Background: an optimization exercise with open tools, aiming at small area. Do not read the settings as production practice. Only simulation tests tie the RTL to the original design; equivalence was not proved. No activity file was given, so power comes from the tool's default toggle rates.

`flow/config.mk`:
```
export PLATFORM = sky130hd
export DESIGN_NAME = exu_core
export DESIGN_NICKNAME = exu_core
export VERILOG_FILES = /design/flow/design.v
export SDC_FILE = /design/flow/constraint.sdc
export NUM_CORES = 4
export LEC_CHECK = 0
export CAP_MARGIN = 20
export CORE_MARGIN = 2
export CORE_UTILIZATION = 40
export SETUP_SLACK_MARGIN = 0.5
export SLEW_MARGIN = 20
```
`flow/constraint.sdc`:
```
create_clock -name core_clock -period 12.0 [get_ports {clk}]
set_input_delay 2.4000 -clock core_clock [delete_from_list [all_inputs] [get_ports {clk}]]
set_output_delay 2.4000 -clock core_clock [all_outputs]
set_load 0.01 [all_outputs]
```
`flow/design.v`:
```
`timescale 1ns/100ps
package exu_pkg;
    localparam int XLEN        = 32;
    localparam int RFIDX_WIDTH = 5;
    localparam int NREGS       = 31;
    localparam logic [6:0] OPC_OP     = 7'b0110011;
    localparam logic [6:0] OPC_OP_IMM = 7'b0010011;
    localparam logic [6:0] OPC_LUI    = 7'b0110111;
    localparam logic [6:0] OPC_SYSTEM = 7'b1110011;
    localparam logic [XLEN-1:0] INSTR_WFI  = 32'h1050_0073;
    localparam logic [XLEN-1:0] INSTR_MRET = 32'h3020_0073;
endpackage
`timescale 1ns/100ps
module decoder (
    input  logic [exu_pkg::XLEN-1:0] instr,
    output logic                     ilegl,
    output logic                     rd_wen,
    output logic                     is_mret,
    output logic                     is_wfi,
    output logic                     is_shift
);
    logic [6:0] opcode;
    logic [2:0] funct3;
    logic [6:0] funct7;
    logic       op_ok;
    logic       imm_ok;
    logic       lui;
    assign opcode = instr[6:0];
    assign funct3 = instr[14:12];
    assign funct7 = instr[31:25];
    assign is_wfi  = (instr == exu_pkg::INSTR_WFI);
    assign is_mret = (instr == exu_pkg::INSTR_MRET);
    assign op_ok  = (opcode == exu_pkg::OPC_OP) &
                    (((funct7 == 7'b0100000) & (funct3 == 3'b000)) |
                     ((funct7 == 7'b0000000) & (funct3[2:1] != 2'b01)));
    assign imm_ok = (opcode == exu_pkg::OPC_OP_IMM) &
                    ((funct3 == 3'b000) | funct3[2] & (funct3[1] | ~funct3[0]));
    assign lui    = (opcode == exu_pkg::OPC_LUI);
    assign rd_wen   = op_ok | imm_ok | lui;
    assign ilegl    = ~(rd_wen | is_wfi | is_mret);
    assign is_shift = (opcode == exu_pkg::OPC_OP) & (funct7 == 7'b0000000) &
                      (funct3[1:0] == 2'b01);
endmodule
`timescale 1ns/100ps
module regfile (
    input  logic                            clk,
    input  logic                            arst_n,
    input  logic [exu_pkg::RFIDX_WIDTH-1:0] rs1idx,
    input  logic [exu_pkg::RFIDX_WIDTH-1:0] rs2idx,
    input  logic                            wen,
    input  logic [exu_pkg::RFIDX_WIDTH-1:0] rdidx,
    input  logic [exu_pkg::XLEN-1:0]        wdata,
    output logic [exu_pkg::XLEN-1:0]        rs1_data,
    output logic [exu_pkg::XLEN-1:0]        rs2_data
);
    localparam int N = exu_pkg::NREGS;
    localparam int W = exu_pkg::XLEN;
    logic [W-1:0] regs  [1:N];
    logic [N:1]   vld;
    logic [N:1]   we;
    logic [N:1]   sel1;
    logic [N:1]   sel2;
    for (genvar i = 1; i <= N; i++) begin : g_reg
        assign we[i]   = wen & (rdidx == i);
        assign sel1[i] = vld[i] & (rs1idx == i);
        assign sel2[i] = vld[i] & (rs2idx == i);
        always_ff @(posedge clk or negedge arst_n) begin
            if (!arst_n) begin
                vld[i] <= 1'b0;
            end else if (we[i]) begin
                vld[i] <= 1'b1;
            end
        end
        always_ff @(posedge clk) begin
            if (we[i]) begin
                regs[i] <= wdata;
            end
        end
    end
    always_comb begin
        rs1_data = {W{|sel1}};
        rs2_data = {W{|sel2}};
        for (int i = 1; i <= N; i++) begin
            rs1_data = rs1_data & ({W{~sel1[i]}} | regs[i]);
            rs2_data = rs2_data & ({W{~sel2[i]}} | regs[i]);
        end
    end
endmodule
`timescale 1ns/100ps
module alu (
    input  logic [exu_pkg::XLEN-1:0] instr,
    input  logic [exu_pkg::XLEN-1:0] rs1_data,
    input  logic [exu_pkg::XLEN-1:0] rs2_data,
    output logic [exu_pkg::XLEN-1:0] result
);
    logic [31:0] op2;
    logic [31:0] sum;
    logic        is_lui;
    logic        is_op;
    logic        sub;
    logic [2:0]  f3;
    logic [4:0]  shamt;
    logic [4:0]  rot;
    logic [31:0] rotd;
    logic [31:0] mask;
    logic [31:0] shres;
    assign is_lui = instr[2];
    assign is_op  = instr[5];
    assign f3     = instr[14:12];
    assign sub    = is_op & instr[30];
    assign op2 = is_op ? rs2_data : {{20{instr[31]}}, instr[31:20]};
    assign sum = rs1_data + (op2 ^ {32{sub}}) + {31'd0, sub};
    assign shamt = rs2_data[4:0];
    assign rot   = f3[2] ? shamt : (5'd0 - shamt);
    assign rotd  = {rs1_data, rs1_data} >> rot;
    always_comb begin
        for (int i = 0; i < 32; i++) begin
            mask[i] = f3[2] ? (5'(31 - i) >= shamt) : (5'(i) >= shamt);
        end
    end
    assign shres = rotd & mask;
    always_comb begin
        if (is_lui) begin
            result = {instr[31:12], 12'b0};
        end else begin
            case (f3)
                3'b000:  result = sum;
                3'b100:  result = rs1_data ^ op2;
                3'b110:  result = rs1_data | op2;
                3'b111:  result = rs1_data & op2;
                default: result = shres;
            endcase
        end
    end
endmodule
`timescale 1ns/100ps
module multi_counter (
    input  logic clk,
    input  logic arst_n,
    input  logic ifu_valid,
    input  logic halt,
    input  logic is_shift,
    output logic exu_ready,
    output logic unexpected_err
);
    logic [3:0] count;
    assign exu_ready = ifu_valid & ~halt &
                       (is_shift ? (count == 4'd3) : (count == 4'd0));
    assign unexpected_err = ~ifu_valid & (count != 4'd0);
    always_ff @(posedge clk or negedge arst_n) begin
        if (!arst_n) begin
            count <= '0;
        end else if (halt || exu_ready || !ifu_valid) begin
            count <= '0;
        end else begin
            count <= count + 1'b1;
        end
    end
endmodule
`timescale 1ns/100ps
module commit_ctrl #(
    parameter logic [exu_pkg::XLEN-1:0] TRAP_VECTOR = 32'h0000_0100
) (
    input  logic                     clk,
    input  logic                     arst_n,
    input  logic                     exu_ready,
    input  logic                     ext_irq,
    input  logic [exu_pkg::XLEN-1:0] pc,
    input  logic                     ilegl,
    input  logic                     rd_wen,
    input  logic                     is_mret,
    input  logic                     is_wfi,
    output logic                     wbck_ena,
    output logic                     flush_req,
    output logic [exu_pkg::XLEN-1:0] flush_pc,
    output logic                     excp,
    output logic                     core_wfi
);
    logic                     sleep;
    logic                     epc_vld;
    logic [exu_pkg::XLEN-1:0] epc;
    logic                     do_trap;
    assign do_trap   = exu_ready & ilegl;
    assign wbck_ena  = exu_ready & rd_wen;
    assign flush_req = exu_ready & (ilegl | is_mret);
    assign flush_pc  = ilegl ? TRAP_VECTOR : (epc & {exu_pkg::XLEN{epc_vld}});
    assign excp      = do_trap;
    assign core_wfi  = sleep;
    always_ff @(posedge clk or negedge arst_n) begin
        if (!arst_n) begin
            sleep <= 1'b0;
        end else if (sleep) begin
            sleep <= ~ext_irq;
        end else begin
            sleep <= exu_ready & is_wfi;
        end
    end
    always_ff @(posedge clk or negedge arst_n) begin
        if (!arst_n) begin
            epc_vld <= 1'b0;
        end else if (do_trap) begin
            epc_vld <= 1'b1;
        end
    end
    always_ff @(posedge clk) begin
        if (do_trap) begin
            epc <= pc;
        end
    end
endmodule
`timescale 1ns/100ps
module exu_top #(
    parameter logic [exu_pkg::XLEN-1:0] TRAP_VECTOR = 32'h0000_0100
) (
    input  logic                     clk,
    input  logic                     arst_n,
    input  logic [exu_pkg::XLEN-1:0] instr,
    input  logic [exu_pkg::XLEN-1:0] pc,
    input  logic                     ifu_valid,
    input  logic                     ext_irq,
    output logic                     exu_ready,
    output logic                     core_wfi,
    output logic                     wbck_ena,
    output logic [4:0]               wbck_rdidx,
    output logic [exu_pkg::XLEN-1:0] wbck_wdata,
    output logic                     flush_req,
    output logic [exu_pkg::XLEN-1:0] flush_pc,
    output logic                     excp,
    output logic                     unexpected_err
);
    logic                     ilegl;
    logic                     rd_wen;
    logic                     is_mret;
    logic                     is_wfi;
    logic                     is_shift;
    logic [exu_pkg::XLEN-1:0] rs1_data;
    logic [exu_pkg::XLEN-1:0] rs2_data;
    logic [exu_pkg::XLEN-1:0] result;
    decoder u_decoder (
        .instr    (instr),
        .ilegl    (ilegl),
        .rd_wen   (rd_wen),
        .is_mret  (is_mret),
        .is_wfi   (is_wfi),
        .is_shift (is_shift)
    );
    regfile u_regfile (
        .clk      (clk),
        .arst_n   (arst_n),
        .rs1idx   (instr[19:15]),
        .rs2idx   (instr[24:20]),
        .wen      (wbck_ena),
        .rdidx    (wbck_rdidx),
        .wdata    (wbck_wdata),
        .rs1_data (rs1_data),
        .rs2_data (rs2_data)
    );
    alu u_alu (
        .instr    (instr),
        .rs1_data (rs1_data),
        .rs2_data (rs2_data),
        .result   (result)
    );
    multi_counter u_multi_counter (
        .clk            (clk),
        .arst_n         (arst_n),
        .ifu_valid      (ifu_valid),
        .halt           (core_wfi),
        .is_shift       (is_shift),
        .exu_ready      (exu_ready),
        .unexpected_err (unexpected_err)
    );
    commit_ctrl #(
        .TRAP_VECTOR (TRAP_VECTOR)
    ) u_commit_ctrl (
        .clk       (clk),
        .arst_n    (arst_n),
        .exu_ready (exu_ready),
        .ext_irq   (ext_irq),
        .pc        (pc),
        .ilegl     (ilegl),
        .rd_wen    (rd_wen),
        .is_mret   (is_mret),
        .is_wfi    (is_wfi),
        .wbck_ena  (wbck_ena),
        .flush_req (flush_req),
        .flush_pc  (flush_pc),
        .excp      (excp),
        .core_wfi  (core_wfi)
    );
    assign wbck_rdidx = instr[11:7];
    assign wbck_wdata = (wbck_rdidx == 5'd0) ? '0 : result;
endmodule
`timescale 1ns/100ps
module exu_core (
    input  logic        clk,
    input  logic        arst_n,
    input  logic [31:0] instr,
    input  logic [31:0] pc,
    input  logic        ifu_valid,
    input  logic        ext_irq,
    output logic        exu_ready,
    output logic        core_wfi,
    output logic        wbck_ena,
    output logic [4:0]  wbck_rdidx,
    output logic [31:0] wbck_wdata,
    output logic        flush_req,
    output logic [31:0] flush_pc,
    output logic        excp,
    output logic        unexpected_err
);
    exu_top #(
        .TRAP_VECTOR (32'h0000_0100)
    ) u_exu_top (
        .clk            (clk),
        .arst_n         (arst_n),
        .instr          (instr),
        .pc             (pc),
        .ifu_valid      (ifu_valid),
        .ext_irq        (ext_irq),
        .exu_ready      (exu_ready),
        .core_wfi       (core_wfi),
        .wbck_ena       (wbck_ena),
        .wbck_rdidx     (wbck_rdidx),
        .wbck_wdata     (wbck_wdata),
        .flush_req      (flush_req),
        .flush_pc       (flush_pc),
        .excp           (excp),
        .unexpected_err (unexpected_err)
    );
endmodule
```
`flow/run.sh`:
```
#!/bin/bash
# synth_recipe.tcl (not shown) runs the flow's synth.tcl, then flattens the netlist and writes it again
# the make line also repeats each setting of config.mk as NAME=value (left out here)
make -C /OpenROAD-flow-scripts/flow DESIGN_CONFIG=/design/flow/config.mk WORK_HOME=/design/flow/orfs CLKGATE_MAP_FILE= SYNTH_SCRIPT=/design/flow/synth_recipe.tcl finish
```
==> results.cfg, run 1 <==
[critical_path]
critPathLaunchType = input pin
critPathSlowestCell = sky130_fd_sc_hd__or4_1
timing_worst_setup_path_type = in2out
rr_worst_depth = 21
critical_path.endpoint_type = output port
slowest_delay_ns = 0.58
critical_path.most_common_cell = sky130_fd_sc_hd__buf_4
reg2reg_from = u_exu_top.u_regfile.vld[10]$_DFFE_PN0P_
critPathMaxFanout = 20
setup.worst_path.start = instr[16]
crit_arrival_ns = 9.16
crit_path_cell_trace = clkdlybuf4s50_1, buf_4, nor2b_2, buf_4, nand3_2, buf_4, buf_4, o22ai_1, or4_1, nor4_2, nand4b_1, buf_4, buf_4, mux2i_1, mux2i_1, mux2i_1, mux2i_1, nand2_1, a31oi_1, or3_1, a21oi_2, buf_4, clkdlybuf4s50_1
crit_required_ns = 9.60

[global_route]
first_global_vias = 44200
grt_overflow = 0
initial_antenna_violation_count = 16
grt_start_max_net_pins = 55
global_route_wire_length_before_repair_microns = 362000
track_usage = 0.397

[synth]
syn-instance-count = 4340
ys_types = 77
avgSynthCellArea_sq_um = 11.9
synth.largest_area_cell = sky130_fd_sc_hd__edfxtp_1
synth_edf_count = 1024
synth_seq_area_share = 0.612
ys_ff_latch = 1061
synthTopCellsByArea = sky130_fd_sc_hd__edfxtp_1 59%, sky130_fd_sc_hd__o22ai_1 9.5%, sky130_fd_sc_hd__mux2i_1 2.8%
ys.warnings.count = 5
async_flop_share = 0.0349
synthesized_netlist_net_count = 4509
synth_top_area_share = 0.594
synth_area_sq_um = 51800
ys_flop_type = sky130_fd_sc_hd__edfxtp_1

[power_and_ir_drop]
internal-power_mw = 6.27
sequential_cell_fraction_of_total_power = 0.499
p_comb_frac = 0.070
total_switching_power_mw = 1.98
totalPowerFinal_mw = 8.26
irDropWorstVdd_mv = 0.128
sw_frac_of_total = 0.240
leakage_nw = 22.1
p_per_cell_area_nw_per_um2 = 133
power.share.clock = 0.431

[die]
std_cell_rows = 132
io-pin-count = 143
die_height_microns = 364
initial_core_util = 0.401
die-area_sq_um = 132000
fp.coreArea_sq_um = 129000
die-width_microns = 364

[placement]
dp_hpwl_microns = 155000
gp_congestion = 1.03
dp_worst_setup_slack_ns = -0.224
port_buffers = 142

[layout]
net_total_in_the_final_layout = 4798
fill_cells = 11400
flow.area_growth_from_synthesis_pct = 19.9
post_route_cells_drive_above_1_share = 0.162

[clock_network]
insertion_delay_ns = 0.80
cts.reportedPaths.clkPinSlew_ns = 0.06
cts_made_buffers = 108
cts-hold-fix-buffers = 0
cts_tree = done
cts_sink_cnt = 1061
clock_tree.root_cell = sky130_fd_sc_hd__clkbuf_16
cts_htree_levels = 3
cts_buffer_depth = 3

[timing]
maxSlewViolCount = 0
setup_viol = 0
final.setup.worst_slack_ns = 0.441
grt_setup_unrepaired = yes
endpoints_failing_hold = 0
finalCritPeriodShare = 0.963
timing.slew.headroom = 0.194
timing.clock.skew_ns = 0.0568
hold_ws_ns = 0.493
period_needed_ns = 11.56
tightest_slew_ns = 1.21
max_clock_freq_ghz = 0.0865

[detailed_routing]
sum_of_routed_wire_length_over_all_layers_microns = 273000
postRouteAntennaNets = 0
drt_first_pass_iters = 15
routedWlPerCell_microns = 42.2
drc = 0
first_iter_violations = 10800
routed-via-count = 48300
via_per_inst = 7.46

[hold_path]
timing.hold.worst.start = u_exu_top.u_multi_counter.count[0]$_DFF_PN0_
hold_path_depth = 1
timing.hold.worst.class = reg2reg

[status]
outcome = no timing/DRC/antenna violations

[job]
drv.max_cap_violation_count = 0
[flip-flops by register name, indices dropped and copies added, names as in the netlist]
name,flops
u_exu_top.u_commit_ctrl.sleep,1
u_exu_top.u_commit_ctrl.epc_vld,1
u_exu_top.u_regfile.vld,31
u_exu_top.u_commit_ctrl.epc,32
u_exu_top.u_regfile.regs,992
u_exu_top.u_multi_counter.count,4
[cells in the final DEF, fill, tap and decap left out, types with 53 or more instances in the layout]
| cell | netlist | routed |
|---|---|---|
| sky130_fd_sc_hd__o22ai_1 | 787 | 787 |
| sky130_fd_sc_hd__buf_4 | 7 | 302 |
| sky130_fd_sc_hd__nand4b_1 | 81 | 81 |
| sky130_fd_sc_hd__edfxtp_1 | 1024 | 1024 |
| sky130_fd_sc_hd__o21ai_0 | 68 | 64 |
| sky130_fd_sc_hd__clkbuf_16 | 0 | 111 |
| sky130_fd_sc_hd__nand3_1 | 112 | 66 |
| sky130_fd_sc_hd__nand2_1 | 165 | 164 |
| sky130_fd_sc_hd__nand4_1 | 102 | 102 |
| sky130_fd_sc_hd__clkdlybuf4s50_1 | 0 | 129 |
| sky130_fd_sc_hd__o221ai_1 | 53 | 53 |
| sky130_fd_sc_hd__nor2_1 | 310 | 273 |
| sky130_fd_sc_hd__nor4_1 | 146 | 139 |
| sky130_fd_sc_hd__a21oi_1 | 163 | 148 |
| sky130_fd_sc_hd__ha_1 | 100 | 100 |
| sky130_fd_sc_hd__inv_1 | 127 | 127 |
| sky130_fd_sc_hd__o22a_1 | 64 | 64 |
| sky130_fd_sc_hd__mux2i_1 | 145 | 145 |
[layer usage]
metal,global-route usage,share of wire,wire [microns]
met4,0.272,0.091,24900
met5,0.00545,0.00092,252
met2,0.541,0.39,106000
met3,0.198,0.19,50800
met1,0.488,0.33,91200
[layout make-up]
| class | instances | area [sq um] | area share |
|---|---|---|---|
| Timing Repair Buffer | 513 | 4890 | 0.0788 |
| Tap cell | 1742 | 2180 | 0.0351 |
| Clock inverter | 81 | 918 | 0.0148 |
| Sequential cell | 1061 | 31700 | 0.510 |
| Inverter | 130 | 488 | 0.00786 |
| Antenna cell | 5 | 12.5 | 0.000201 |
| Clock buffer | 123 | 2760 | 0.0444 |
| Multi-Input combinational cell | 2815 | 19200 | 0.309 |
[power groups by stage]
stage | Sequential, mW | Clock, mW | Combinational [mW]
floorplan | 4.20 | 0 | 0.255
global placement | 4.20 | 0 | 0.547
detailed placement | 4.20 | 0 | 0.549
CTS | 4.12 | 3.55 | 0.553
global route | 4.12 | 3.68 | 0.602
finish | 4.12 | 3.56 | 0.579
[worst paths after layout]
check | slack (ns) | to
min in group asynchronous | 1.78 | u_exu_top.u_regfile.vld[25]$_DFFE_PN0P_
worst max-delay path | 0.44 | wbck_wdata[18]
worst max register to register | 5.45 | u_exu_top.u_regfile.regs[7][27]$_DFFE_PP_
worst min register to register | 0.49 | u_exu_top.u_multi_counter.count[0]$_DFF_PN0_
max in group asynchronous | 9.57 | u_exu_top.u_multi_counter.count[1]$_DFF_PN0_
worst min-delay path | 0.49 | u_exu_top.u_multi_counter.count[0]$_DFF_PN0_
[metrics by stage]
step | instance area (sq um) | util | setup TNS, ns | instances
finish | 62100 | 0.481 | 0 | 6470
global route | 62100 | 0.481 | 0 | 6465
CTS | 61800 | 0.479 | 0 | 6455
detailed placement | 58000 | 0.449 | -0.239 | 6246
global placement | 58000 | 0.449 | -0.528 | 6245
floorplan | 51800 | - | 0 | 4340
[worst max-delay path, delay by kind of cell]
kind / cells / cell delay [ns]
muxes: 4 / 0.94
AOI/OAI and AO/OA: 3 / 0.52
and+or+nand+nor: 7 / 2.08
buffers and inverters: 9 / 3.12
[cells by family (layout without fill, tap and decap cells)]
logic type,count (synthesis),after routing,synth area share
adders and majority gates,101,101,0.0245
other,0,5,0
buffers and inverters,464,847,0.0348
AOI/OAI and AO/OA,1291,1291,0.161
muxes,162,162,0.0326
xor gates and xnor gates,29,29,0.00541
and+or+nand+nor,1232,1232,0.130
DFF,1061,1061,0.612
[Yosys cell counts, types with 7 or more instances]
master,count
sky130_fd_sc_hd__edfxtp_1,1024
sky130_fd_sc_hd__o22ai_1,787
sky130_fd_sc_hd__nor2_1,310
sky130_fd_sc_hd__clkbuf_1,233
sky130_fd_sc_hd__nand2_1,165
sky130_fd_sc_hd__a21oi_1,163
sky130_fd_sc_hd__nor4_1,146
sky130_fd_sc_hd__mux2i_1,145
sky130_fd_sc_hd__inv_1,127
sky130_fd_sc_hd__nand3_1,112
sky130_fd_sc_hd__nand4_1,102
sky130_fd_sc_hd__ha_1,100
sky130_fd_sc_hd__nand4b_1,81
sky130_fd_sc_hd__buf_1,75
sky130_fd_sc_hd__o21ai_0,68
sky130_fd_sc_hd__o22a_1,64
sky130_fd_sc_hd__o221ai_1,53
sky130_fd_sc_hd__or3_1,42
sky130_fd_sc_hd__and2_1,41
sky130_fd_sc_hd__or2_2,40
sky130_fd_sc_hd__dfrtp_1,37
sky130_fd_sc_hd__nor3_1,37
sky130_fd_sc_hd__nor2b_1,34
sky130_fd_sc_hd__or4_1,29
sky130_fd_sc_hd__nand2b_1,25
sky130_fd_sc_hd__o2111ai_1,24
sky130_fd_sc_hd__xnor2_1,20
sky130_fd_sc_hd__a21o_1,19
sky130_fd_sc_hd__a31oi_1,19
sky130_fd_sc_hd__buf_2,17
sky130_fd_sc_hd__nor3b_1,17
sky130_fd_sc_hd__and3_1,13
sky130_fd_sc_hd__mux2_2,13
sky130_fd_sc_hd__a211oi_1,12
sky130_fd_sc_hd__and3b_1,12
sky130_fd_sc_hd__nand3b_1,9
sky130_fd_sc_hd__a22oi_1,8
sky130_fd_sc_hd__o211ai_1,8
sky130_fd_sc_hd__buf_4,7
sky130_fd_sc_hd__xor2_1,7
[repair_timing]
item                                    4_1_cts  5_1_grt
gates cloned                                  0        2
endpoints found under the setup margin       22       21
buffers inserted                              5        8
resized for setup                            28       50
pin swaps                                     6        5
==> run 2, diff against run 1 <==
--- a/flow/design.v
+++ b/flow/design.v
@@ -93,45 +93,58 @@
     input  logic [exu_pkg::XLEN-1:0] rs2_data,
     output logic [exu_pkg::XLEN-1:0] result
 );
-    logic [31:0] op2;
+    logic [31:0] bx;
+    logic [31:0] p;
+    logic [31:0] g;
     logic [31:0] sum;
     logic        is_lui;
     logic        is_op;
     logic        sub;
+    logic        srl;
     logic [2:0]  f3;
     logic [4:0]  shamt;
     logic [4:0]  rot;
-    logic [31:0] rotd;
+    logic [31:0] r0, r1, r2, r3, r4, r5;
+    logic [31:0] therm;
     logic [31:0] mask;
-    logic [31:0] shres;
     assign is_lui = instr[2];
     assign is_op  = instr[5];
     assign f3     = instr[14:12];
     assign sub    = is_op & instr[30];
-    assign op2 = is_op ? rs2_data : {{20{instr[31]}}, instr[31:20]};
-    assign sum = rs1_data + (op2 ^ {32{sub}}) + {31'd0, sub};
+    assign srl    = f3[2];
+    assign bx  = is_op ? (rs2_data ^ {32{sub}}) : {{20{instr[31]}}, instr[31:20]};
+    assign p   = rs1_data ^ bx;
+    assign g   = rs1_data & bx;
+    assign sum = rs1_data + bx + {31'd0, sub};
     assign shamt = rs2_data[4:0];
-    assign rot   = f3[2] ? shamt : (5'd0 - shamt);
-    assign rotd  = {rs1_data, rs1_data} >> rot;
+    assign rot   = srl ? shamt : (5'd0 - shamt);
+    assign r0 = rs1_data;
+    assign r1 = rot[0] ? {r0[0],    r0[31:1]}  : r0;
+    assign r2 = rot[1] ? {r1[1:0],  r1[31:2]}  : r1;
+    assign r3 = rot[2] ? {r2[3:0],  r2[31:4]}  : r2;
+    assign r4 = rot[3] ? {r3[7:0],  r3[31:8]}  : r3;
+    assign r5 = rot[4] ? {r4[15:0], r4[31:16]} : r4;
     always_comb begin
         for (int i = 0; i < 32; i++) begin
-            mask[i] = f3[2] ? (5'(31 - i) >= shamt) : (5'(i) >= shamt);
+            therm[i] = (5'(i) >= shamt);
         end
     end
-    assign shres = rotd & mask;
-    always_comb begin
-        if (is_lui) begin
-            result = {instr[31:12], 12'b0};
-        end else begin
-            case (f3)
-                3'b000:  result = sum;
-                3'b100:  result = rs1_data ^ op2;
-                3'b110:  result = rs1_data | op2;
-                3'b111:  result = rs1_data & op2;
-                default: result = shres;
-            endcase
-        end
+    for (genvar i = 0; i < 32; i++) begin : g_mask
+        assign mask[i] = srl ? therm[31-i] : therm[i];
     end
+    logic rdnz;
+    logic s_add, s_sh, s_p, s_g, s_lui;
+    assign rdnz  = (instr[11:7] != 5'd0);
+    assign s_add = rdnz & ~is_lui & (f3 == 3'b000);
+    assign s_sh  = rdnz & ~is_lui & (f3[1:0] == 2'b01);
+    assign s_p   = rdnz & ~is_lui & f3[2] & ~f3[0];
+    assign s_g   = rdnz & ~is_lui & f3[2] & f3[1];
+    assign s_lui = rdnz & is_lui;
+    assign result = ({32{s_add}} & sum) |
+                    (r5 & mask & {32{s_sh}}) |
+                    ({32{s_p}} & p) |
+                    ({32{s_g}} & g) |
+                    ({32{s_lui}} & {instr[31:12], 12'b0});
 endmodule
 `timescale 1ns/100ps
 module multi_counter (
@@ -289,7 +302,7 @@
         .core_wfi  (core_wfi)
     );
     assign wbck_rdidx = instr[11:7];
-    assign wbck_wdata = (wbck_rdidx == 5'd0) ? '0 : result;
+    assign wbck_wdata = result;
 endmodule
 `timescale 1ns/100ps
 module exu_core (
==> flow/flow/run.sh (new file) <==
#!/bin/bash
# Own layout flow: the standard ORFS flow with a few extra knobs.
#  - synthesis maps with flow/abc_speed.script (no ABC buffering; the
#    placer's repair buffers with real wire loads instead); everything
#    else in the ORFS scripts is unchanged
#  - port buffers are the smallest buffer cell instead of clkdlybuf4s50_1
#  - CTS builds larger sink clusters and inserts no dummy loads
# Every tool's output goes to the ORFS logs under orfs/logs; make's own
# output goes to flow_make.log in the work folder.
set -euo pipefail
W=$(pwd)
rm -rf "$W/own_scripts"
cp -r "$FLOW_HOME/scripts" "$W/own_scripts"
cp "$W/flow/abc_speed.script" "$W/own_scripts/abc_speed.script"
bash standard.sh \
  SCRIPTS_DIR="$W/own_scripts" \
  BUFFER_PORTS_ARGS="-buffer_cell sky130_fd_sc_hd__buf_1" \
  CTS_ARGS="-sink_clustering_enable -repair_clock_nets -dont_use_dummy_load -sink_clustering_size 24 -sink_clustering_max_diameter 80 -buf_list {sky130_fd_sc_hd__clkbuf_8 sky130_fd_sc_hd__clkbuf_16}" \
  finish > "$W/flow_make.log" 2>&1
==> flow/flow/abc_speed.script (new file) <==
strash
dch -f
map -a
amap
topo
stime -c
upsize -c
dnsize -c
==> flow/standard.sh (new file) <==
#!/bin/bash
# synth_recipe.tcl (not shown) runs the flow's synth.tcl, then flattens the netlist and writes it again
# the make line also repeats each setting of config.mk as NAME=value (left out here)
make -C /OpenROAD-flow-scripts/flow DESIGN_CONFIG=/design/flow/config.mk WORK_HOME=/design/flow/orfs CLKGATE_MAP_FILE= SYNTH_SCRIPT=/design/flow/synth_recipe.tcl "${@:-finish}"
==> flow/config.mk (replaced) <==
export PLATFORM = sky130hd
export DESIGN_NAME = exu_core
export DESIGN_NICKNAME = exu_core
export VERILOG_FILES = /design/flow/design.v
export SDC_FILE = /design/flow/constraint.sdc
export NUM_CORES = 4
export LEC_CHECK = 0
export CAP_MARGIN = 10
export CORE_MARGIN = 2
export CORE_UTILIZATION = 40
export CTS_BUF_LIST = sky130_fd_sc_hd__clkbuf_4 sky130_fd_sc_hd__clkbuf_8
export SETUP_SLACK_MARGIN = 0.1
export SLEW_MARGIN = 10
removed: flow/run.sh
==> run 2 against run 1 <==
  * Cell count decreased by 14%
  * Largest power group unchanged
  * Highest routed layer unchanged
  * Sequential share of layout area up 7.2 points
  * Area after synthesis is 9.5% lower
  * Critical endpoint is now wbck_wdata[28]
  * Cell area is 12% lower
  * Core utilization shrank 1.3 points
  * Fmax down 1.7%
  * Worst setup slack got worse by 0.20 ns
  * First-iteration DRC count is 6.7% lower
  * Global-route usage is 1.8 points higher
==> results.cfg, run 2 <==
[status]
outcome = no timing/DRC/antenna violations

[critical_path]
rr_worst_depth = 25
crit_required_ns = 9.60
timing_worst_setup_path_type = in2out
crit_arrival_ns = 9.36
critPathLaunchType = input pin
setup.worst_path.start = instr[20]
critPathMaxFanout = 26
reg2reg_from = u_exu_top.u_regfile.vld[22]$_DFFE_PN0P_
r2r_slack_ns = 4.68
r2r_end = u_exu_top.u_regfile.regs[30][28]$_DFFE_PP_
critical_path.endpoint_type = output port

[die]
die-width_microns = 346
die-area_sq_um = 120000
die_height_microns = 346
io-pin-count = 143
std_cell_rows = 125
initial_core_util = 0.403
fp.coreArea_sq_um = 116000

[placement]
dp_hpwl_microns = 162000
dpl-instance-area_sq_um = 52900
post-place-cells = 5492
port_buffers = 142
gp_congestion = 1.02

[timing]
endpoints_failing_hold = 0
timing.clock.skew_ns = 0.0990
max_clock_freq_ghz = 0.0851
timing.slew.headroom = 0.113
setup_viol = 0
tightest_slew_ns = 1.32
timing.setup.tns_ns = 0
hold_ws_ns = 0.508
maxSlewViolCount = 0
finalCritPeriodShare = 0.980
period_needed_ns = 11.76
grt_setup_unrepaired = no

[synth]
synthTopCellsByArea = sky130_fd_sc_hd__edfxtp_1 66%, sky130_fd_sc_hd__o22ai_1 14%, sky130_fd_sc_hd__or4_1 4.4%
largest_family_of_logic_cells_by_synthesized_area = compound AO/OA/AOI/OAI gates
ys_types = 63
synth_edf_count = 1024
synth_seq_area_share = 0.676
async_flop_share = 0.0349
synth_xor_xnor_area_share = 0
synth-adder-area-share = 0.0110
ys.warnings.count = 5
synth_top_area_share = 0.656
synth.most_common_cell = sky130_fd_sc_hd__o22ai_1
ys_ff_latch = 1061
ys_flop_type = sky130_fd_sc_hd__edfxtp_1
syn-instance-count = 3470
avgSynthCellArea_sq_um = 13.5
synthesized_netlist_net_count = 3578
synth.largest_area_cell = sky130_fd_sc_hd__edfxtp_1
post_synth_and_or_nand_nor_area_fraction = 0.0982
synth_compound_gate_area_share = 0.204
synthMuxAreaShare = 0
synth_common_cells = 1,067 x sky130_fd_sc_hd__o22ai_1, 1,024 x sky130_fd_sc_hd__edfxtp_1, 276 x sky130_fd_sc_hd__or4_1, 175 x sky130_fd_sc_hd__nor2_1, 110 x sky130_fd_sc_hd__clkinv_1
synth_area_sq_um = 46900

[global_route]
first_global_vias = 40400
global_route_wire_length_before_repair_microns = 343000
initial_antenna_violation_count = 13
grt_overflow = 0
grt_start_max_net_pins = 45
track_usage = 0.415

[power_and_ir_drop]
p_per_cell_area_nw_per_um2 = 150
irDropWorstVdd_mv = 0.134
sw_frac_of_total = 0.312
power.share.clock = 0.249
leakage_nw = 17.6
sequential_cell_fraction_of_total_power = 0.518
total_switching_power_mw = 2.55
internal-power_mw = 5.62
p_comb_frac = 0.233

[detailed_routing]
drc = 0
first_iter_violations = 10100
postRouteAntennaNets = 0
via_per_inst = 8.02
routed-via-count = 44600
sum_of_routed_wire_length_over_all_layers_microns = 259000
routedWlPerCell_microns = 46.5
drt_first_pass_iters = 13

[layout]
largest-register = u_exu_top.u_regfile.regs
final_cell_mix = 1,067 x sky130_fd_sc_hd__o22ai_1, 1,024 x sky130_fd_sc_hd__edfxtp_1, 330 x sky130_fd_sc_hd__buf_4
fin_cells = 5560
largest_register_ff_count = 992
layout_top_registers = u_exu_top.u_regfile.regs (992), u_exu_top.u_commit_ctrl.epc (32), u_exu_top.u_regfile.vld (31)
final_cell_area_sq_um = 54400
layout_commonest_cell = sky130_fd_sc_hd__o22ai_1
post_route_cells_drive_above_1_share = 0.146
net_total_in_the_final_layout = 4136
flow.area_growth_from_synthesis_pct = 16.0

[clock_network]
cts_tree = done
cts_buffer_depth = 3
insertion_delay_ns = 0.74
clock_tree.root_cell = sky130_fd_sc_hd__clkbuf_16
cts.reportedPaths.clkPinSlew_ns = 0.05
cts_made_buffers = 58
cts_htree_levels = 2
cts_sink_cnt = 1061

[hold_path]
min_delay_worst_endpoint = u_exu_top.u_multi_counter.count[0]$_DFF_PN0_
timing.hold.worst.start = u_exu_top.u_multi_counter.count[0]$_DFF_PN0_
hold_path_depth = 1
timing.hold.worst.class = reg2reg

[job]
drv.max_cap_violation_count = 0
## run 2: power by group through the flow
stage | sequential [mW] | clock [mW] | combinational (mW)
6_report | 4.24 | 2.03 | 1.90
5_1_grt | 4.24 | 2.14 | 1.96
4_1_cts | 4.24 | 2.02 | 1.80
3_5_place_dp | 4.32 | 0 | 1.80
3_3_place_gp | 4.32 | 0 | 1.82
2_1_floorplan | 4.34 | 0 | 0.874
## run 2: area by class of cell
| class | count | area, sq um |
|---|---|---|
| Antenna cell | 10 | 25.0 |
| Clock buffer | 58 | 1450 |
| Fill cell | 10200 | 61800 |
| Inverter | 125 | 487 |
| Multi-Input combinational cell | 2279 | 15200 |
| Sequential cell | 1061 | 31700 |
| Tap cell | 1524 | 1910 |
| Timing Repair Buffer | 503 | 3630 |
## run 2: worst max-delay path by stage
stage / slack [ns] / end / depth (start not counted)
after floorplan: 0.20 / wbck_wdata[30] / 27
after global placement: 0.1 / wbck_wdata[28] / 34
after detailed placement: 0.15 / wbck_wdata[31] / 31
after CTS: 0.10 / wbck_wdata[31] / 31
after global routing: 0.14 / wbck_wdata[28] / 32
final: 0.24 / wbck_wdata[28] / 27
## run 2: repair_timing
| item | CTS | global route |
|---|---|---|
| endpoints found under the hold margin | 0 | 0 |
| endpoints found under the setup margin | 0 | 11 |
| hold buffers | 0 | 0 |
| resized for setup | 0 | 15 |
| buffers inserted | 0 | 0 |
## run 2: metal layers
metal	global-route usage	share of wire
met3	0.191	0.18
met2	0.576	0.40
met5	0.00400	0.00076
met4	0.263	0.083
met1	0.522	0.34
## run 2: cells by family (layout without fill, tap and decap cells)
kind of cell | count (synthesis) | in the layout
fa+ha+maj | 40 | 40
simple gates | 765 | 765
flops | 1061 | 1061
other cells | 0 | 10
compound gates | 1474 | 1474
buf+inv | 130 | 686
## run 2: through the flow
| stage | setup slack [ns] | total power, mW | utilization |
|---|---|---|---|
| detailed placement | 0.150 | 6.12 | 0.455 |
| floorplan | 0.203 | 5.21 | - |
| global route | 0.137 | 8.34 | 0.468 |
| global placement | 0.0990 | 6.14 | 0.455 |
| CTS | 0.102 | 8.06 | 0.467 |
| finish | 0.245 | 8.17 | 0.468 |
## run 2: critical path: stages
cell	delay [ns]
sky130_fd_sc_hd__buf_1	0.23
sky130_fd_sc_hd__inv_2	0.16
sky130_fd_sc_hd__nand4_1	0.17
sky130_fd_sc_hd__or3_2	0.37
sky130_fd_sc_hd__buf_12	0.29
sky130_fd_sc_hd__o22ai_1	0.10
sky130_fd_sc_hd__or4_1	0.41
sky130_fd_sc_hd__or4_1	0.41
sky130_fd_sc_hd__nor4_1	0.87
sky130_fd_sc_hd__a21oi_1	0.35
sky130_fd_sc_hd__o21a_1	0.27
sky130_fd_sc_hd__ha_1	0.32
sky130_fd_sc_hd__clkinv_1	0.17
sky130_fd_sc_hd__o311ai_0	0.58
sky130_fd_sc_hd__nand3_1	0.13
sky130_fd_sc_hd__o311ai_0	0.15
sky130_fd_sc_hd__nand4_1	0.14
sky130_fd_sc_hd__o311ai_0	0.16
sky130_fd_sc_hd__nand2_1	0.14
sky130_fd_sc_hd__o221ai_1	0.38
sky130_fd_sc_hd__a31oi_1	0.16
sky130_fd_sc_hd__o21ai_0	0.16
sky130_fd_sc_hd__a21oi_1	0.05
sky130_fd_sc_hd__a211oi_1	0.19
sky130_fd_sc_hd__buf_4	0.16
sky130_fd_sc_hd__o31ai_4	0.11
sky130_fd_sc_hd__buf_1	0.20
==> run 3, diff against run 2 <==
--- a/flow/config.mk
+++ b/flow/config.mk
@@ -9,5 +9,5 @@
 export CORE_MARGIN = 2
 export CORE_UTILIZATION = 40
 export CTS_BUF_LIST = sky130_fd_sc_hd__clkbuf_4 sky130_fd_sc_hd__clkbuf_8
-export SETUP_SLACK_MARGIN = 0.1
+export SETUP_SLACK_MARGIN = 0.4
 export SLEW_MARGIN = 10
==> run 3 against run 2 <==
  * Die area unchanged
  * Critical path depth up 3
  * Highest routed layer unchanged
  * Global-route usage down 1.5 points
  * Worst setup slack better by 0.45 ns
  * Non-clock buffer count up 5
==> results.cfg, run 3 <==
[layout]
largest-register = u_exu_top.u_regfile.regs
layout_commonest_cell = sky130_fd_sc_hd__o22ai_1
net_total_in_the_final_layout = 4139
final_cell_area_sq_um = 54400
fin_cells = 5561
final_cell_mix = 1,067 x sky130_fd_sc_hd__o22ai_1, 1,024 x sky130_fd_sc_hd__edfxtp_1, 336 x sky130_fd_sc_hd__buf_4
largest_register_ff_count = 992
layout_top_registers = u_exu_top.u_regfile.regs (992), u_exu_top.u_commit_ctrl.epc (32), u_exu_top.u_regfile.vld (31)
fin_util = 0.468
post_route_cells_drive_above_1_share = 0.148
flow.area_growth_from_synthesis_pct = 16.1

[hold_path]
timing.hold.worst.start = u_exu_top.u_multi_counter.count[0]$_DFF_PN0_
hold_path_depth = 1
min_delay_worst_endpoint = u_exu_top.u_multi_counter.count[0]$_DFF_PN0_
timing.hold.worst.class = reg2reg

[synth]
synth_seq_area_share = 0.676
avgSynthCellArea_sq_um = 13.5
ys_types = 63
ys_ff_latch = 1061
synth_area_sq_um = 46900
synth.largest_area_cell = sky130_fd_sc_hd__edfxtp_1
synthTopCellsByArea = sky130_fd_sc_hd__edfxtp_1 66%, sky130_fd_sc_hd__o22ai_1 14%, sky130_fd_sc_hd__or4_1 4.4%
synth_top_area_share = 0.656
synth_common_cells = 1,067 x sky130_fd_sc_hd__o22ai_1, 1,024 x sky130_fd_sc_hd__edfxtp_1, 276 x sky130_fd_sc_hd__or4_1, 175 x sky130_fd_sc_hd__nor2_1, 110 x sky130_fd_sc_hd__clkinv_1
ys_flop_type = sky130_fd_sc_hd__edfxtp_1
syn-instance-count = 3470
synth_edf_count = 1024
async_flop_share = 0.0349
synth.most_common_cell = sky130_fd_sc_hd__o22ai_1
ys.warnings.count = 5
synthesized_netlist_net_count = 3578

[timing]
finalCritPeriodShare = 0.942
maxSlewViolCount = 0
grt_setup_unrepaired = no
tightest_slew_ns = 1.32
timing.clock.skew_ns = 0.109
setup_viol = 0
period_needed_ns = 11.31
endpoints_failing_hold = 0
final.setup.worst_slack_ns = 0.692
max_clock_freq_ghz = 0.0884
timing.setup.tns_ns = 0
timing.slew.headroom = 0.111
hold_ws_ns = 0.491

[die]
die-width_microns = 346
io-pin-count = 143
initial_core_util = 0.403
fp.coreArea_sq_um = 116000
die_height_microns = 346
std_cell_rows = 125
die-area_sq_um = 120000

[detailed_routing]
first_iter_violations = 9894
postRouteAntennaNets = 0
drt_first_pass_iters = 10
routed-via-count = 43600
drc = 0
sum_of_routed_wire_length_over_all_layers_microns = 250000
routedWlPerCell_microns = 45.0
via_per_inst = 7.83

[critical_path]
critPathMaxFanout = 15
critPathSlowestCell = sky130_fd_sc_hd__or4_1
reg2reg_from = u_exu_top.u_regfile.vld[15]$_DFFE_PN0P_
timing_worst_setup_path_type = in2out
critical_path.endpoint_type = output port
r2r_slack_ns = 5.16
rr_worst_depth = 23
crit_required_ns = 9.60
slowest_delay_ns = 0.58
crit_arrival_ns = 8.91
critPathLaunchType = input pin
critical_path.most_common_cell = sky130_fd_sc_hd__buf_4
r2r_end = u_exu_top.u_regfile.regs[13][29]$_DFFE_PP_

[status]
outcome = no timing/DRC/antenna violations

[global_route]
first_global_vias = 40200
track_usage = 0.401
initial_antenna_violation_count = 5
grt_start_max_net_pins = 38
grt_overflow = 0
global_route_wire_length_before_repair_microns = 333000

[power_and_ir_drop]
leakage_nw = 17.6
irDropWorstVdd_mv = 0.133
totalPowerFinal_mw = 8.17
p_per_cell_area_nw_per_um2 = 150

[placement]
port_buffers = 142
dpl-instance-area_sq_um = 52900
gp_congestion = 1.05
dp_worst_setup_slack_ns = 0.361
dp_hpwl_microns = 151000
post-place-cells = 5497

[clock_network]
insertion_delay_ns = 0.76
cts_sink_cnt = 1061
cts_htree_levels = 2
post_cts.repair.setup_buffers = 0
cts.reportedPaths.clkPinSlew_ns = 0.09
cts_tree = done
clock_tree.root_cell = sky130_fd_sc_hd__clkbuf_16
cts_buffer_depth = 3
cts-hold-fix-buffers = 0
cts_made_buffers = 56

[job]
drv.max_cap_violation_count = 0
run 3: cell families (layout without fill, tap and decap cells):
kind of cell / after synthesis / after routing / synth area share
flip-flops: 1061 / 1061 / 0.676
buffers and inverters: 130 / 689 / 0.0112
other: 0 / 8 / 0
AO/OA/AOI/OAI: 1474 / 1474 / 0.204
AND/OR/NAND/NOR: 765 / 765 / 0.0982
adder cells (fa/ha/maj): 40 / 40 / 0.0110
run 3: worst max-delay path by stage:
stage                     depth (start not counted)  slack [ns]              to      start
after floorplan                                  27        0.46  wbck_wdata[26]  instr[24]
after global placement                           31        0.24  wbck_wdata[28]  instr[24]
after detailed placement                         31        0.36  wbck_wdata[28]  instr[24]
after CTS                                        32        0.40  wbck_wdata[30]  instr[23]
after global routing                             36        0.41  wbck_wdata[23]  instr[20]
final                                            30        0.69  wbck_wdata[23]  instr[19]
run 3: worst max-delay path: cells and delay by family:
kind,cells,cell delay (ns)
simple gates,9,2.30
compound gates,10,1.59
buf+inv,10,2.32
fa+ha+maj,1,0.27
run 3: repair_timing:
action                                  4_1_cts  5_1_grt
pin swaps                                     0        1
gates resized for setup                       3       30
hold endpoints to repair                      0        0
endpoints found under the setup margin        6       12
run 3: area by class of cell:
| type | count | area [sq um] |
|---|---|---|
| clock buffer | 56 | 1400 |
| sequential | 1061 | 31700 |
| timing repair buffer | 508 | 3630 |
| inverter | 125 | 493 |
| antenna | 8 | 20.0 |
| tap | 1524 | 1910 |
| fill | 10400 | 61800 |
| multi-input combinational | 2279 | 15300 |
run 3: report_power, final:
group          internal, mW  switching [mW]  total (mW)
Sequential             4.23         0.00302        4.24
Combinational         0.573            1.36        1.94
Clock                 0.826            1.17        2.00
run 3: layer usage:
metal  routed length (microns)  share of wire  track usage
met4                     19900          0.079        0.238
met3                     45300           0.18        0.184
met1                     84000           0.34        0.498
met2                    101000           0.40        0.570
met5                        71        0.00028      0.00760
==> run 4, diff against run 3 <==
--- a/flow/config.mk
+++ b/flow/config.mk
@@ -5,9 +5,9 @@
 export SDC_FILE = /design/flow/constraint.sdc
 export NUM_CORES = 4
 export LEC_CHECK = 0
-export CAP_MARGIN = 10
+export CAP_MARGIN = 5
 export CORE_MARGIN = 2
 export CORE_UTILIZATION = 40
 export CTS_BUF_LIST = sky130_fd_sc_hd__clkbuf_4 sky130_fd_sc_hd__clkbuf_8
 export SETUP_SLACK_MARGIN = 0.4
-export SLEW_MARGIN = 10
+export SLEW_MARGIN = 5
==> run 4 against run 3 <==
  * Area after synthesis unchanged
  * Critical path type unchanged
  * Via count unchanged
  * Core utilization unchanged
  * Register-to-register slack about the same
  * Sequential power about the same
  * Non-clock buffer count unchanged
  * Cell count unchanged
  * Critical endpoint unchanged
  * Sequential share of layout area unchanged
  * Sequential cell count unchanged
  * Fmax unchanged
  * Still clean on timing, DRC and antenna
  * Routed wire length unchanged
==> results.cfg, run 4 <==
[clock_network]
clock_tree.root_cell = sky130_fd_sc_hd__clkbuf_16
insertion_delay_ns = 0.76
cts_htree_levels = 2
cts_sink_cnt = 1061
cts-hold-fix-buffers = 0
cts_tree = done
cts.reportedPaths.clkPinSlew_ns = 0.09
post_cts.repair.setup_buffers = 0
cts_buffer_depth = 3
cts_made_buffers = 56

[synth]
synthesized_netlist_net_count = 3578
syn-instance-count = 3470
synth_seq_area_share = 0.676
synth_common_cells = 1,067 x sky130_fd_sc_hd__o22ai_1, 1,024 x sky130_fd_sc_hd__edfxtp_1, 276 x sky130_fd_sc_hd__or4_1, 175 x sky130_fd_sc_hd__nor2_1, 110 x sky130_fd_sc_hd__clkinv_1
synth_top_area_share = 0.656
ys_ff_latch = 1061
synth.most_common_cell = sky130_fd_sc_hd__o22ai_1
ys.warnings.count = 5
ys_types = 63
synth_edf_count = 1024
synth.largest_area_cell = sky130_fd_sc_hd__edfxtp_1
async_flop_share = 0.0349
synth_area_sq_um = 46900
ys_flop_type = sky130_fd_sc_hd__edfxtp_1
avgSynthCellArea_sq_um = 13.5
synthTopCellsByArea = sky130_fd_sc_hd__edfxtp_1 66%, sky130_fd_sc_hd__o22ai_1 14%, sky130_fd_sc_hd__or4_1 4.4%

[layout]
largest_register_ff_count = 992
flow.area_growth_from_synthesis_pct = 16.1
fill_cells = 10400
largest-register = u_exu_top.u_regfile.regs
fin_util = 0.468
ff_latch_area_sq_um = 31700
total_area_of_multi_input_combinational_cells_sq_um = 15300
net_total_in_the_final_layout = 4139
fin_cells = 5561
layout_commonest_cell = sky130_fd_sc_hd__o22ai_1
post_route_cells_drive_above_1_share = 0.148
layout_top_registers = u_exu_top.u_regfile.regs (992), u_exu_top.u_commit_ctrl.epc (32), u_exu_top.u_regfile.vld (31)
final_cell_mix = 1,067 x sky130_fd_sc_hd__o22ai_1, 1,024 x sky130_fd_sc_hd__edfxtp_1, 336 x sky130_fd_sc_hd__buf_4
final_cell_area_sq_um = 54400

[placement]
dp_hpwl_microns = 151000
post-place-cells = 5497
gp_congestion = 1.05
dp_worst_setup_slack_ns = 0.361
dpl-instance-area_sq_um = 52900
port_buffers = 142

[timing]
period_needed_ns = 11.31
tightest_slew_ns = 1.32
max_clock_freq_ghz = 0.0884
finalCritPeriodShare = 0.942
setup_viol = 0
timing.slew.headroom = 0.111
final.setup.worst_slack_ns = 0.692
grt_setup_unrepaired = no
maxSlewViolCount = 0
endpoints_failing_hold = 0
timing.setup.tns_ns = 0
hold_ws_ns = 0.491
timing.clock.skew_ns = 0.109

[detailed_routing]
drc = 0
drt_first_pass_iters = 10
via_per_inst = 7.83
first_iter_violations = 9894
routed-via-count = 43600
sum_of_routed_wire_length_over_all_layers_microns = 250000
routedWlPerCell_microns = 45.0
postRouteAntennaNets = 0

[hold_path]
timing.hold.worst.class = reg2reg

[power_and_ir_drop]
p_per_cell_area_nw_per_um2 = 150
power.share.clock = 0.244
sequential_cell_fraction_of_total_power = 0.519
sw_frac_of_total = 0.310
totalPowerFinal_mw = 8.17
leakage_nw = 17.6
irDropWorstVdd_mv = 0.133
total_switching_power_mw = 2.54
internal-power_mw = 5.63
p_comb_frac = 0.237

[critical_path]
slowest_delay_ns = 0.58
critical_path.endpoint_type = output port
crit_arrival_ns = 8.91
timing_worst_setup_path_type = in2out
critPathMaxFanout = 15
critPathLaunchType = input pin
crit_required_ns = 9.60
critical_path.most_common_cell = sky130_fd_sc_hd__buf_4
critPathSlowestCell = sky130_fd_sc_hd__or4_1

[die]
die-width_microns = 346
initial_core_util = 0.403
fp.coreArea_sq_um = 116000
std_cell_rows = 125
io-pin-count = 143
die_height_microns = 346
die-area_sq_um = 120000

[status]
outcome = no timing/DRC/antenna violations

[job]
drv.max_cap_violation_count = 0

[global_route]
initial_antenna_violation_count = 5
grt_start_max_net_pins = 38
global_route_wire_length_before_repair_microns = 333000
grt_overflow = 0
track_usage = 0.401
first_global_vias = 40200
## run 4: layout make-up
class	count	area share
tap	1524	0.0350
antenna	8	0.000368
timing repair buffer	508	0.0667
clock buffer	56	0.0257
multi-input combinational	2279	0.281
inverter	125	0.00906
sequential	1061	0.582
## run 4: kinds of logic after synthesis
group | share of synthesized area
AO/OA/AOI/OAI | 0.204
adder cells (fa/ha/maj) | 0.0110
AND/OR/NAND/NOR | 0.0982
flip-flops | 0.676
buffers and inverters | 0.0112
## run 4: timing repair
item / CTS / global route
pin swaps: 0 / 1
gates cloned: 0 / 0
endpoints found under the setup margin: 6 / 12
gates resized for setup: 3 / 30
## run 4: critical path, delay by kind of cell
kind                       cells  cell delay, ns
AOI/OAI and AO/OA             10            1.59
and+or+nand+nor                9            2.30
buffers and inverters         10            2.32
adders and majority gates      1            0.27
## run 4: layer usage
| metal | up-vias | GRT usage | routed length, microns | share of wire |
|---|---|---|---|---|
| met1 | 20900 | 0.498 | 84000 | 0.34 |
| met2 | 4972 | 0.570 | 101000 | 0.40 |
| met4 | 4 | 0.238 | 19900 | 0.079 |
| met3 | 1286 | 0.184 | 45300 | 0.18 |
| met5 | - | 0.00760 | 71 | 0.00028 |
| li1 | 16400 | - | - | - |
## run 4: worst paths after layout
| check | startpoint | to | slack [ns] | cells past startpoint |
|---|---|---|---|---|
| min reg2reg | u_exu_top.u_multi_counter.count[0]$_DFF_PN0_ | u_exu_top.u_multi_counter.count[0]$_DFF_PN0_ | 0.49 | 1 |
| max reg2reg | u_exu_top.u_regfile.vld[15]$_DFFE_PN0P_ | u_exu_top.u_regfile.regs[13][29]$_DFFE_PP_ | 5.16 | 23 |
| max in group asynchronous | arst_n | u_exu_top.u_regfile.vld[8]$_DFFE_PN0P_ | 9.46 | 1 |
| max | instr[19] | wbck_wdata[23] | 0.69 | 30 |
| min in group asynchronous | arst_n | u_exu_top.u_commit_ctrl.sleep$_DFF_PN0_ | 1.86 | 1 |
| min | u_exu_top.u_multi_counter.count[0]$_DFF_PN0_ | u_exu_top.u_multi_counter.count[0]$_DFF_PN0_ | 0.49 | 1 |
## run 4: power groups by stage
stage	Sequential, mW	Combinational (mW)	Clock (mW)
3_5_place_dp	4.32	1.82	0
3_3_place_gp	4.32	1.84	0
2_1_floorplan	4.34	0.875	0
6_report	4.24	1.94	2.00
5_1_grt	4.24	2.01	2.11
4_1_cts	4.24	1.83	1.99

-- static timing again, ports no longer ideal --
Ports are ideal in the flow. The routed layouts listed here were re-timed in OpenROAD.
Step 1 sets driving cells, clkbuf_16 on the clock port and buf_2 on the other inputs (assumed; they add their load-dependent delay and slew).
Step 2 moves the port delays by t, midway between the first and last clock arrival at a register: inputs arrive t later, outputs are due t later. That takes back most of the time a late clock gives input paths.
Slacks: ideal / step 1 / step 2; pairs: ideal / step 1.
run | shift t [ns] | setup WS [ns] | latest minus earliest clock arrival (ns) | cell pins on the clock port's net
run 1 | 0.843 | 0.441 / 0.412 / 0.412 | 0.057 / 0.056 | 1
run 2 | 0.769 | 0.245 / 0.218 / 0.218 | 0.099 / 0.099 | 1
run 3 | 0.773 | 0.692 / 0.625 / 0.625 | 0.122 / 0.122 | 1
run 4 | 0.773 | 0.692 / 0.625 / 0.625 | 0.122 / 0.122 | 1
After both steps every run listed still meets setup and hold.
